From an optimization exercise on the open Yosys and OpenROAD flow, aimed at small area; shortcuts taken in it are not production practice. Function was checked by simulation only, so behaviour that the tests miss may differ from the original. The clock port is modelled as an ideal driver, which makes a skipped or thinned clock tree look cheaper than it is; a real chip needs a root buffer or a tree. Power figures rest on the tool's default switching activity, not on a simulated workload.

== raven ==
==> flow/design.v (excerpt) <==
module core_top (
    input  logic        clock,
    input  logic        reset_ALUop_2_3,
    output logic [15:0] pc_addr,
    input  logic [15:0] inst,
    output logic [15:0] mem_addr,
    output logic [15:0] mem_write_data,
    output logic        mem_write,
    input  logic [15:0] mem_read_data
);
Size in the first run: roughly 410 cells after synthesis, about 4900 um^2 of cells after synthesis.
==> flow/config.mk <==
export PLATFORM = sky130hd
export DESIGN_NAME = core_top
export DESIGN_NICKNAME = core_top
export VERILOG_FILES = /design/flow/design.v
export SDC_FILE = /design/flow/constraint.sdc
export NUM_CORES = 4
export LEC_CHECK = 0
export ABC_AREA = 1
export CAP_MARGIN = 20
export CORE_MARGIN = 2
export CORE_UTILIZATION = 65
export PLACE_DENSITY = 0.75
export SLEW_MARGIN = 20
==> flow/constraint.sdc <==
create_clock -name core_clock -period 10.0 [get_ports {clock}]
set_input_delay 2.0000 -clock core_clock [delete_from_list [all_inputs] [get_ports {clock}]]
set_output_delay 2.0000 -clock core_clock [all_outputs]
set_load 0.01 [all_outputs]
standard.sh (not shown) runs the stock make flow with config.mk's settings and CLKGATE_MAP_FILE= SYNTH_SCRIPT=/design/flow/synth_recipe.tcl, a recipe that flattens the netlist after the stock synthesis.
==> flow/flow/run.sh <==
#!/bin/bash
# Standard layout with four changes:
# - synthesis maps the logic (adders included, no separate adder mapping)
#   with an area-oriented ABC script (the registers
#   are mapped as in the standard synthesis);
# - port buffers are made from the smallest buffer;
# - every cell is downsized to its smallest drive strength after floorplan
#   (the repair steps that follow restore what timing needs);
# - a two-level clock tree of inverters (one root, seven leaves) is built
#   by flow/clock_tree.tcl in place of the CTS command.
# Tool output goes to standard.log.
set -o pipefail
HERE=$(pwd)
cat flow/synth_prefix.tcl synth_recipe.tcl > my_synth.tcl
export FLOW_ABC_SCRIPT="$HERE/flow/abc_area_min.script"
export BUFFER_PORTS_ARGS="-buffer_cell sky130_fd_sc_hd__buf_1"
export POST_FLOORPLAN_TCL="$HERE/flow/downsize.tcl"
export PRE_CTS_TCL="$HERE/flow/clock_tree.tcl"
export CLK_ROOTS=1
export CLK_GROUPS=7
export CLK_BUF=sky130_fd_sc_hd__inv_8
export CLK_ROOT=sky130_fd_sc_hd__inv_12
bash standard.sh SYNTH_SCRIPT="$HERE/my_synth.tcl" ADDER_MAP_FILE= finish > standard.log 2>&1
==> flow/flow/abc_area_min.script <==
strash
dch -f
amap -F 4 -A 8
topo
==> flow/flow/clock_tree.tcl <==
# Clock tree built by hand before the CTS step (sourced as PRE_CTS_TCL).
# The registers are split into CLK_ROOTS regions of neighbours and each
# region into CLK_GROUPS / CLK_ROOTS groups of neighbours. Each group is
# driven by one leaf cell (CLK_BUF) placed at the group's centre, and the
# leaves of a region by one root cell (CLK_ROOT) placed at their centre;
# the clock port drives only the roots. With inverters for both the roots
# and the leaves, every register sees the clock through two inversions.
# All registers get the same number and kind of cells on their clock path.
# The CTS command (and the cloning of clock inverters before it) is then
# replaced by a no-op, and the rest of the
# CTS step (legalisation, timing repair) runs as usual.
set nroots $::env(CLK_ROOTS)
set ngroups $::env(CLK_GROUPS)
set db [ord::get_db]
set blk [ord::get_db_block]
set leaf_master [$db findMaster $::env(CLK_BUF)]
set root_master [$db findMaster $::env(CLK_ROOT)]
set clk_net [$blk findNet clock]

proc pin_name {master dir} {
  foreach mt [$master getMTerms] {
    if {[$mt getSigType] ne "SIGNAL"} { continue }
    if {[$mt getIoType] eq $dir} { return [$mt getName] }
  }
}
set leaf_in [pin_name $leaf_master INPUT]
set leaf_out [pin_name $leaf_master OUTPUT]
set root_in [pin_name $root_master INPUT]
set root_out [pin_name $root_master OUTPUT]

set sinks {}
foreach it [$clk_net getITerms] {
  set bb [[$it getInst] getBBox]
  lappend sinks [list $it [expr {([$bb xMin] + [$bb xMax]) / 2}] [expr {([$bb yMin] + [$bb yMax]) / 2}]]
}
puts "clock_tree: [llength $sinks] sinks, $nroots roots ($::env(CLK_ROOT)), $ngroups leaves ($::env(CLK_BUF))"

# split a list of sinks into n groups of neighbours, alternating the axis
proc split_sinks {sinks n axis} {
  if {$n <= 1} { return [list $sinks] }
  set idx [expr {$axis == 0 ? 1 : 2}]
  set sorted [lsort -integer -index $idx $sinks]
  set n1 [expr {$n / 2}]
  set k [expr {int(round([llength $sorted] * double($n1) / $n))}]
  set a [lrange $sorted 0 [expr {$k - 1}]]
  set b [lrange $sorted $k end]
  return [concat [split_sinks $a $n1 [expr {1 - $axis}]] [split_sinks $b [expr {$n - $n1}] [expr {1 - $axis}]]]
}

proc centre {grp} {
  set sx 0; set sy 0
  foreach s $grp { incr sx [lindex $s 1]; incr sy [lindex $s 2] }
  return [list [expr {$sx / [llength $grp]}] [expr {$sy / [llength $grp]}]]
}

# one cell at (x, y) driving the iterms of a group through a new net
proc add_driver {blk master in out name grp_iterms xy src_net} {
  set inst [odb::dbInst_create $blk $master $name]
  set net [odb::dbNet_create $blk "${name}_net"]
  $net setSigType CLOCK
  foreach it $grp_iterms {
    $it disconnect
    $it connect $net
  }
  [$inst findITerm $in] connect $src_net
  [$inst findITerm $out] connect $net
  $inst setLocation [lindex $xy 0] [lindex $xy 1]
  $inst setPlacementStatus PLACED
  return $inst
}

set die [$blk getDieArea]
set axis [expr {([$die xMax] - [$die xMin]) >= ([$die yMax] - [$die yMin]) ? 0 : 1}]
set per_root [expr {$ngroups / $nroots}]
set ri 0
set gi 0
foreach region [split_sinks $sinks $nroots $axis] {
  set root [add_driver $blk $root_master $root_in $root_out "clkroot_$ri" {} [centre $region] $clk_net]
  set root_net [[$root findITerm $root_out] getNet]
  foreach grp [split_sinks $region $per_root $axis] {
    set its {}
    foreach s $grp { lappend its [lindex $s 0] }
    add_driver $blk $leaf_master $leaf_in $leaf_out "clkleaf_$gi" $its [centre $grp] $root_net
    puts "clock_tree: leaf $gi (root $ri): [llength $grp] sinks"
    incr gi
  }
  incr ri
}

rename clock_tree_synthesis orig_clock_tree_synthesis
proc clock_tree_synthesis {args} {
  puts "clock_tree: CTS command skipped, tree built by clock_tree.tcl"
  set_propagated_clock [all_clocks]
}

# the CTS step would next clone clock inverters next to their loads;
# the tree above is final, so that is skipped too
rename repair_clock_inverters orig_repair_clock_inverters
proc repair_clock_inverters {args} {
  puts "clock_tree: repair_clock_inverters skipped"
}
Other scripts of this flow, unchanged in this note and not shown: flow/flow/downsize.tcl, flow/flow/synth_prefix.tcl
--- input diff raven..maple ---
# raven
export LEC_CHECK = 0
export ABC_AREA = 1
export CAP_MARGIN = 20
export CORE_MARGIN = 2
export CORE_UTILIZATION = 65
export PLACE_DENSITY = 0.75
export SLEW_MARGIN = 20
create_clock -name core_clock -period 10.0 [get_ports {clock}]
# maple
export LEC_CHECK = 0
export ABC_AREA = 1
export CAP_MARGIN = 20
export CORE_MARGIN = 2
export CORE_UTILIZATION = 40
export SLEW_MARGIN = 20
create_clock -name core_clock -period 10.0 [get_ports {clock}]
-- flow/flow/run.sh --
<<< raven, line 9
# - a two-level clock tree of inverters (one root, seven leaves) is built
>>> maple, line 9
# - a two-level clock tree of inverters (two roots, eight leaves) is built
<<< raven, line 19
export CLK_ROOTS=1
export CLK_GROUPS=7
>>> maple, line 19
export CLK_ROOTS=2
export CLK_GROUPS=8
<<< raven, line 22
export CLK_ROOT=sky130_fd_sc_hd__inv_12
>>> maple, line 22
export CLK_ROOT=sky130_fd_sc_hd__inv_8
==> flow/flow/abc_area_min.script <==
strash
dch -f
amap
topo
### Flow results
In maple the worst-case reg-to-reg path depth turned out 4 higher than in raven.
Summary of the comparison: part of the total power dissipated in the clock network is higher in maple, relative to raven.
Worst setup margin was higher in raven than in maple.
Against raven, maple comes in 0.085 mV lower on largest voltage drop on the vdd net.
Post-synthesis area per instance on maple is down relative to raven.
Critical path depth: maple and raven compared, higher one is maple
The lower wire length came out of maple.
In the metrics for maple and raven, the one carrying the lower sequential share of layout area is maple.
Area: maple vs raven -> maple larger
~same worst hold slack in maple and raven
maple gives more power spent charging and discharging nets than raven did.
> inputs changed (maple -> fjord)
==> flow/flow/abc_area_min.script <==
strash
dch -f
amap -m
topo
[summary]
- fjord and maple ended up with nearly the same die area.
- Sort fjord and maple by met1 routing resource usage after global routing, descending, and maple comes first.
- Lower post-synth net total among fjord and maple: maple
- Route | fjord vs maple | wire longer in fjord
- fjord | stages: all done | timing, DRC, antenna: all pass
- Of the two values seen for path type of the worst setup path, reg2reg was produced by fjord and in2reg by maple.
- fjord and maple ended up with nearly the same area after synthesis.
- Re critical path depth: maple was lower than fjord.
- Summary of fjord over maple: minimum clock period after layout shows a reduction of 0.0081 ns, fmax flat, combined buffer and inverter count along the critical path climbed 1.
- Number of placed instances with taps included on fjord is up relative to maple.
Edits applied to the flow inputs when going from fjord to willow:
==> flow/flow/abc_area_min.script <==
strash
dch
amap -F 4 -A 8
topo
## What came out
Delta (willow minus fjord): shortest clock period the worst path allows after layout moved up; post-route worst setup slack moved down. For fjord, the launch point of the critical path was phase[1], unlike willow, where it was mem_read_data[0]. On utilization, fjord and willow are neck and neck.
No run of this note takes its clock network from TritonCTS; it comes from the design's own scripts or RTL.

========
## 01-08
core_top, a different RTL version from the one above (not shown whole).
Size in the first run: ~180 flip-flops, ~83 I/O pins, ~5600 um2 of cells after synthesis.
// core_top
module core_top (
    input  logic        clock,
    input  logic        reset_ALUop_2_3,
    output logic [15:0] pc_addr,
    input  logic [15:0] inst,
    output logic [15:0] mem_addr,
    output logic [15:0] mem_write_data,
    output logic        mem_write,
    input  logic [15:0] mem_read_data
);
==> flow/config.mk <==
export PLATFORM = sky130hd
export DESIGN_NAME = core_top
export DESIGN_NICKNAME = core_top
export VERILOG_FILES = /design/flow/design.v
export SDC_FILE = /design/flow/constraint.sdc
export NUM_CORES = 4
export LEC_CHECK = 0
export ABC_AREA = 1
export CAP_MARGIN = 20
export CORE_MARGIN = 2
export CORE_UTILIZATION = 40
export SLEW_MARGIN = 20
==> flow/constraint.sdc <==
create_clock -name core_clock -period 10.0 [get_ports {clock}]
set_input_delay 2.0000 -clock core_clock [delete_from_list [all_inputs] [get_ports {clock}]]
set_output_delay 2.0000 -clock core_clock [all_outputs]
set_load 0.01 [all_outputs]
==> flow/flow/run.sh <==
#!/bin/bash
# Standard layout with three changes: port buffers made from the smallest
# buffer, every cell downsized to its smallest drive strength after
# floorplan (the repair steps that follow restore what timing needs), and
# clock tree options for a small tree without dummy loads.
set -o pipefail
HERE=$(pwd)
export BUFFER_PORTS_ARGS="-buffer_cell sky130_fd_sc_hd__buf_1"
export POST_FLOORPLAN_TCL="$HERE/flow/downsize.tcl"
export CTS_ARGS="-sink_clustering_enable -repair_clock_nets -dont_use_dummy_load -buf_list {sky130_fd_sc_hd__clkbuf_8} -sink_clustering_size 16"
bash standard.sh > standard.log 2>&1
==> flow/flow/downsize.tcl <==
set lib_area {}
foreach lc [get_lib_cells sky130_fd_sc_hd__*] {
  set n [get_name $lc]
  dict set lib_area $n [get_property $lc area]
}
set dont_use [split $::env(DONT_USE_CELLS)]
set n_changed 0
foreach inst [get_cells *] {
  set m [get_property [get_lib_cells -of_objects $inst] name]
  if {![regexp {^(sky130_fd_sc_hd__[a-z0-9]+)_([0-9]+)$} $m -> base drv]} { continue }
  set best $m
  set best_a [dict get $lib_area $m]
  dict for {n a} $lib_area {
    if {[regexp "^${base}_(\[0-9\]+)\$" $n] && [lsearch -exact $dont_use $n] < 0 && $a < $best_a} {
      set best $n
      set best_a $a
    }
  }
  if {$best ne $m} {
    replace_cell $inst $best
    incr n_changed
  }
}
puts "downsize: replaced $n_changed cells"
[inputs] 09-18 vs 01-08
==> flow/flow/run.sh <==
#!/bin/bash
# Standard layout with three changes: port buffers made from the smallest
# buffer, every cell downsized to its smallest drive strength after
# floorplan (the repair steps that follow restore what timing needs), and
# clock tree options for a small tree without dummy loads.
set -o pipefail
HERE=$(pwd)
export BUFFER_PORTS_ARGS="-buffer_cell sky130_fd_sc_hd__buf_1"
export POST_FLOORPLAN_TCL="$HERE/flow/downsize.tcl"
export CTS_ARGS="-sink_clustering_enable -repair_clock_nets -dont_use_dummy_load -buf_list {sky130_fd_sc_hd__clkbuf_4 sky130_fd_sc_hd__clkbuf_8} -sink_clustering_size ${CTS_SIZE:-10}"
bash standard.sh > standard.log 2>&1
Notes after the runs:
- Status: number of clock-tree buffers in the layout parity (09-18, 01-08)
- Summary of 09-18 over 01-08: area growth from synthesis to layout flat, post-detailed-routing wire length did not really move, starting utilization of the core area did not really move.
- Between 01-08 and 09-18, the register cell area after layout does not differ in any meaningful way.
- The part of the total power dissipated in combinational logic of 01-08 and that of 09-18 are within noise of each other.
- The worst setup slack on 09-18 is in line with that on 01-08.
- Comparing 09-18 against 01-08, there is no change at all in post-layout instance area.
- On number of buffers inserted by post-CTS setup repair, 01-08 and 09-18 are basically level.
- 01-08 and 09-18 ended up with nearly the same power in combinational cells.

========
the previous run:
RTL: one of the versions met above, not the one the previous note started from.
For scale: about 170 flip-flops, about 83 I/O pins, about 5400 µm² of cells after synthesis.
Settings: LEC_CHECK=0, ABC_AREA=1, CAP_MARGIN=20, CORE_MARGIN=2, CORE_UTILIZATION=40, SLEW_MARGIN=20; clock period 10.0 ns.
==> flow/flow/run.sh <==
#!/bin/bash
# Standard layout with three changes: port buffers made from the smallest
# buffer, every cell downsized to its smallest drive strength after
# floorplan (the repair steps that follow restore what timing needs), and
# clock tree options for a small tree without dummy loads.
set -o pipefail
HERE=$(pwd)
export BUFFER_PORTS_ARGS="-buffer_cell sky130_fd_sc_hd__buf_1"
export POST_FLOORPLAN_TCL="$HERE/flow/downsize.tcl"
export CTS_ARGS="-sink_clustering_enable -repair_clock_nets -dont_use_dummy_load -buf_list {sky130_fd_sc_hd__clkbuf_16} -sink_clustering_size 40 -sink_clustering_max_diameter 150"
bash standard.sh > standard.log 2>&1
Scripts as last shown in full above: flow/flow/downsize.tcl
Input changes introduced in the current run (baseline for comparison: the previous run):
--- a/flow/flow/run.sh
+++ b/flow/flow/run.sh
@@ -9,3 +9,3 @@
 export POST_FLOORPLAN_TCL="$HERE/flow/downsize.tcl"
-export CTS_ARGS="-sink_clustering_enable -repair_clock_nets -dont_use_dummy_load -buf_list {sky130_fd_sc_hd__clkbuf_16} -sink_clustering_size 40 -sink_clustering_max_diameter 150"
+export CTS_ARGS="-sink_clustering_enable -repair_clock_nets -dont_use_dummy_load -buf_list {sky130_fd_sc_hd__clkbuf_4 sky130_fd_sc_hd__clkbuf_8} -sink_clustering_size ${CTS_SIZE:-10}"
 bash standard.sh > standard.log 2>&1
Notes after the runs:
The current run ended with every stage complete and zero timing, DRC or antenna violations.
For logic depth of the worst path, buffers included, the previous run and the current run come out practically identical.
From the previous run to the current run the numbers moved as follows: power spent charging and discharging nets -22 µW, wire length of the first global-routing pass shows a reduction of 1.2%, final clock period utilization by the worst path stayed essentially flat.
On clock latency on the worst-skew pair, the lower figure sits with the previous run, not the current run.

========
== wip/xenon ==
Starting RTL as in the previous note.
## core_top
module core_top (
    input  logic        clock,
    input  logic        reset_ALUop_2_3,
    output logic [15:0] pc_addr,
    input  logic [15:0] inst,
    output logic [15:0] mem_addr,
    output logic [15:0] mem_write_data,
    output logic        mem_write,
    input  logic [15:0] mem_read_data
);
==> flow/config.mk <==
export PLATFORM = sky130hd
export DESIGN_NAME = core_top
export DESIGN_NICKNAME = core_top
export VERILOG_FILES = /design/flow/design.v
export SDC_FILE = /design/flow/constraint.sdc
export NUM_CORES = 4
export LEC_CHECK = 0
export ABC_AREA = 1
export CAP_MARGIN = 20
export CORE_MARGIN = 2
export CORE_UTILIZATION = 40
export SLEW_MARGIN = 20
==> flow/constraint.sdc <==
create_clock -name core_clock -period 10.0 [get_ports {clock}]
set_input_delay 2.0000 -clock core_clock [delete_from_list [all_inputs] [get_ports {clock}]]
set_output_delay 2.0000 -clock core_clock [all_outputs]
set_load 0.01 [all_outputs]
==> flow/flow/run.sh <==
#!/bin/bash
# Standard layout with four changes:
# - synthesis maps the logic (adders included, no separate adder mapping)
#   with an area-oriented ABC script (the registers
#   are mapped as in the standard synthesis);
# - port buffers are made from the smallest buffer;
# - every cell is downsized to its smallest drive strength after floorplan
#   (the repair steps that follow restore what timing needs);
# - a two-level clock tree (one root buffer, a few leaf buffers) is built
#   by flow/clock_tree.tcl in place of the CTS command.
# Tool output goes to standard.log.
set -o pipefail
HERE=$(pwd)
cat flow/synth_prefix.tcl synth_recipe.tcl > my_synth.tcl
export FLOW_ABC_SCRIPT="$HERE/flow/abc_area_min.script"
export BUFFER_PORTS_ARGS="-buffer_cell sky130_fd_sc_hd__buf_1"
export POST_FLOORPLAN_TCL="$HERE/flow/downsize.tcl"
export PRE_CTS_TCL="$HERE/flow/clock_tree.tcl"
export CLK_GROUPS=9
export CLK_BUF=sky130_fd_sc_hd__clkbuf_8
export CLK_ROOT=sky130_fd_sc_hd__clkbuf_8
bash standard.sh SYNTH_SCRIPT="$HERE/my_synth.tcl" ADDER_MAP_FILE= finish > standard.log 2>&1
==> flow/flow/abc_area_min.script <==
strash
dch -f
amap
topo
==> flow/flow/clock_tree.tcl <==
# Clock tree built by hand before the CTS step (sourced as PRE_CTS_TCL):
# the registers are split into CLK_GROUPS groups of neighbours, each driven
# by one leaf clock buffer (CLK_BUF) placed at the group's centre; one root
# buffer (CLK_ROOT) at the centre of the leaves drives them, and the clock
# port drives only the root. The CTS command itself is then replaced by a no-op, and
# the rest of the CTS step (legalisation, timing repair) runs as usual.
set ngroups [expr {[info exists ::env(CLK_GROUPS)] ? $::env(CLK_GROUPS) : 4}]
set bufname [expr {[info exists ::env(CLK_BUF)] ? $::env(CLK_BUF) : "sky130_fd_sc_hd__clkbuf_8"}]
set rootname [expr {[info exists ::env(CLK_ROOT)] ? $::env(CLK_ROOT) : "sky130_fd_sc_hd__clkbuf_16"}]

set db [ord::get_db]
set blk [ord::get_db_block]
set master [$db findMaster $bufname]
set clk_net [$blk findNet clock]

set sinks {}
foreach it [$clk_net getITerms] {
  set bb [[$it getInst] getBBox]
  lappend sinks [list $it [expr {([$bb xMin] + [$bb xMax]) / 2}] [expr {([$bb yMin] + [$bb yMax]) / 2}]]
}
puts "clock_tree: [llength $sinks] sinks, $ngroups groups of $bufname"

# split a list of sinks into n groups of neighbours, alternating the axis
proc split_sinks {sinks n axis} {
  if {$n <= 1} { return [list $sinks] }
  set idx [expr {$axis == 0 ? 1 : 2}]
  set sorted [lsort -integer -index $idx $sinks]
  set n1 [expr {$n / 2}]
  set k [expr {int(round([llength $sorted] * double($n1) / $n))}]
  set a [lrange $sorted 0 [expr {$k - 1}]]
  set b [lrange $sorted $k end]
  return [concat [split_sinks $a $n1 [expr {1 - $axis}]] [split_sinks $b [expr {$n - $n1}] [expr {1 - $axis}]]]
}

set die [$blk getDieArea]
set axis [expr {([$die xMax] - [$die xMin]) >= ([$die yMax] - [$die yMin]) ? 0 : 1}]
set root [odb::dbInst_create $blk [$db findMaster $rootname] "clkbuf_root"]
set root_net [odb::dbNet_create $blk "clk_root"]
$root_net setSigType CLOCK
[$root findITerm A] connect $clk_net
[$root findITerm X] connect $root_net
set lx 0; set ly 0
set gi 0
foreach grp [split_sinks $sinks $ngroups $axis] {
  set sx 0; set sy 0
  foreach s $grp { incr sx [lindex $s 1]; incr sy [lindex $s 2] }
  set cx [expr {$sx / [llength $grp]}]
  set cy [expr {$sy / [llength $grp]}]
  set inst [odb::dbInst_create $blk $master "clkbuf_grp_$gi"]
  set net [odb::dbNet_create $blk "clk_grp_$gi"]
  $net setSigType CLOCK
  foreach s $grp {
    set it [lindex $s 0]
    $it disconnect
    $it connect $net
  }
  [$inst findITerm A] connect $root_net
  [$inst findITerm X] connect $net
  $inst setLocation $cx $cy
  $inst setPlacementStatus PLACED
  puts "clock_tree: group $gi: [llength $grp] sinks, buffer at $cx $cy"
  incr lx $cx; incr ly $cy
  incr gi
}
$root setLocation [expr {$lx / $gi}] [expr {$ly / $gi}]
$root setPlacementStatus PLACED

rename clock_tree_synthesis orig_clock_tree_synthesis
proc clock_tree_synthesis {args} {
  puts "clock_tree: CTS command skipped, tree built by clock_tree.tcl"
  set_propagated_clock [all_clocks]
}
==> flow/flow/synth_prefix.tcl <==
# Prepended to the standard flow's synthesis script: the ABC technology mapping uses
# flow/abc_area_min.script (area-oriented mapping with amap) in place of
# ORFS's ABC script. Only the combinational mapping changes; registers
# are mapped by dfflibmap before ABC runs, exactly as in the standard flow.
proc abc {args} {
  set i [lsearch -exact $args -script]
  if {$i >= 0} { lset args [expr {$i + 1}] $::env(FLOW_ABC_SCRIPT) }
  yosys abc {*}$args
}
Scripts as last shown in full above: flow/flow/downsize.tcl
wip/xenon closes out successfully: all stages finished, all timing, DRC and antenna checks passed.
Modified inputs, wip/delta compared to wip/xenon
Settings: changing CORE_UTILIZATION from 40 to 65; setting PLACE_DENSITY to 0.75 for the first time.
--- a/flow/flow/run.sh
+++ b/flow/flow/run.sh
@@ -18,3 +18,3 @@
 export PRE_CTS_TCL="$HERE/flow/clock_tree.tcl"
-export CLK_GROUPS=9
+export CLK_GROUPS=8
 export CLK_BUF=sky130_fd_sc_hd__clkbuf_8
Findings:
Relative to wip/xenon, met3 global-route usage has increased by 2.1 points in wip/delta.
Compared wip/xenon against wip/delta; simple-gate share of the synthesized area within noise.
Going from wip/xenon to wip/delta, the area of the die was found to have gone down by about 37%.
When wip/delta is measured against wip/xenon, its relative contribution of the clock network to total power turns out 1.0 points lower.
Signed area change from the synthesized netlist to the final layout for wip/delta: 2.0 points down relative to wip/xenon
Status | wip/xenon and wip/delta | clean
[inputs] wip/indigo vs wip/delta
Settings: CORE_UTILIZATION changed from 65 to 40; PLACE_DENSITY removed (was 0.75).
==> flow/flow/run.sh <==
#!/bin/bash
# Standard layout with three changes: port buffers made from the smallest
# buffer; every cell downsized to its smallest drive strength after
# floorplan (the repair steps that follow restore what timing needs); and
# a two-level clock tree (one root buffer, a few leaf buffers) built by
# flow/clock_tree.tcl
# in place of the CTS command. Tool output goes to standard.log.
set -o pipefail
HERE=$(pwd)
export BUFFER_PORTS_ARGS="-buffer_cell sky130_fd_sc_hd__buf_1"
export POST_FLOORPLAN_TCL="$HERE/flow/downsize.tcl"
export PRE_CTS_TCL="$HERE/flow/clock_tree.tcl"
export CLK_GROUPS=9
export CLK_BUF=sky130_fd_sc_hd__clkbuf_8
export CLK_ROOT=sky130_fd_sc_hd__clkbuf_16
bash standard.sh > standard.log 2>&1
removed: flow/flow/abc_area_min.script
removed: flow/flow/synth_prefix.tcl
==> run summary <==
wip/indigo | stages: all done | timing, DRC, antenna: all pass. The slowest cell on the critical path comes out sky130_fd_sc_hd__nand2_1 in one run and sky130_fd_sc_hd__fa_1 in the other, namely in wip/delta and wip/indigo respectively. Between wip/delta and wip/indigo, via count is lower for wip/delta, wip/indigo comes in above that. Maximum resistive drop on vdd: wip/indigo better than wip/delta. Compare wip/delta and wip/indigo | area after detailed placement lower: wip/delta. Post-synthesis mux area share was higher in the run labelled wip/indigo. Delta (wip/indigo minus wip/delta): post-route cell area picked up an extra 9.3%; ratio of cells with drive above 1 in the final layout rose by 2.5 points.
> inputs changed (wip/indigo -> wip/juniper)
==> flow/flow/run.sh <==
#!/bin/bash
# Standard layout with four changes:
# - synthesis maps the logic with an area-oriented ABC script (the registers
#   are mapped as in the standard synthesis);
# - port buffers are made from the smallest buffer;
# - every cell is downsized to its smallest drive strength after floorplan
#   (the repair steps that follow restore what timing needs);
# - a two-level clock tree (one root buffer, a few leaf buffers) is built
#   by flow/clock_tree.tcl in place of the CTS command.
# Tool output goes to standard.log.
set -o pipefail
HERE=$(pwd)
cat flow/synth_prefix.tcl synth_recipe.tcl > my_synth.tcl
export FLOW_ABC_SCRIPT="$HERE/flow/abc_area_min.script"
export BUFFER_PORTS_ARGS="-buffer_cell sky130_fd_sc_hd__buf_1"
export POST_FLOORPLAN_TCL="$HERE/flow/downsize.tcl"
export PRE_CTS_TCL="$HERE/flow/clock_tree.tcl"
export CLK_GROUPS=9
export CLK_BUF=sky130_fd_sc_hd__clkbuf_8
export CLK_ROOT=sky130_fd_sc_hd__clkbuf_16
bash standard.sh SYNTH_SCRIPT="$HERE/my_synth.tcl" finish > standard.log 2>&1
==> flow/flow/abc_area_min.script (new file) <==
strash
dch -f
amap
topo
==> flow/flow/synth_prefix.tcl (new file) <==
# Prepended to the standard flow's synthesis script: the ABC technology mapping uses
# flow/abc_area_min.script (area-oriented mapping with amap) in place of
# ORFS's ABC script. Only the combinational mapping changes; registers
# are mapped by dfflibmap before ABC runs, exactly as in the standard flow.
proc abc {args} {
  set i [lsearch -exact $args -script]
  if {$i >= 0} { lset args [expr {$i + 1}] $::env(FLOW_ABC_SCRIPT) }
  yosys abc {*}$args
}
==> comparison <==
Against wip/indigo, synthesized cell count in wip/juniper fell by more than 10%. Compared with wip/indigo, wip/juniper shows a total wire length that is 0.85% higher. There was hardly any difference in power share of the clock group between wip/juniper and wip/indigo. Setup slack on wip/juniper is behind wip/indigo. | share of post-route cells with drive strength above 1 | higher: wip/indigo |. Floorplan check, wip/juniper vs wip/indigo: die outline smaller in wip/juniper. wip/juniper: initial cell density of the core is 0.28 points lower than what wip/indigo reported. Taking wip/indigo as the reference, in wip/juniper highest clock rate -about 12%, total power saw a decrease, average wire per standard cell climbed 12%.
In every run of this note, the design's own scripts or RTL, not TritonCTS, make the clock network.

port drivers added, routing unchanged:
How much do the figures lean on ideal ports? The routed layouts below were timed once more, with nothing changed but the port constraints. Step 1, drivers: a clkbuf_16 drives clock and a buf_2 each remaining input, both assumed. Step 2 times the ports against the registers' clock, not the clock port: input delays grow and output delays shrink by t, the midpoint of the rising clock arrivals with the driver on. Slacks: no drivers / after step 1 / after step 2; pairs: no drivers / after step 1.
run | t, ns | setup slack, ns | hold WS [ns]
raven | 0.233 | 5.175 / 5.163 / 4.977 | 0.331 / 0.331 / 0.331
maple | 0.229 | 5.108 / 5.160 / 4.933 | 0.334 / 0.334 / 0.334
fjord | 0.226 | 5.116 / 5.116 / 5.028 | 0.326 / 0.326 / 0.326
willow | 0.228 | 5.109 / 5.150 / 4.922 | 0.330 / 0.330 / 0.330
01-08 | 0.472 | 5.825 / 5.830 / 5.358 | 0.304 / 0.304 / 0.304
09-18 | 0.472 | 5.825 / 5.830 / 5.358 | 0.304 / 0.304 / 0.304
the previous run | 0.449 | 5.457 / 5.473 / 5.024 | 0.318 / 0.318 / 0.318
the current run | 0.468 | 5.447 / 5.458 / 4.990 | 0.316 / 0.316 / 0.316
wip/xenon | 0.427 | 5.138 / 5.138 / 4.922 | 0.333 / 0.333 / 0.333
wip/delta | 0.422 | 4.998 / 4.998 / 4.921 | 0.329 / 0.329 / 0.329
wip/indigo | 0.383 | 5.297 / 5.309 / 4.926 | 0.315 / 0.315 / 0.315
wip/juniper | 0.388 | 4.672 / 4.671 / 4.671 | 0.331 / 0.331 / 0.331
After both steps every run listed still meets setup and hold.
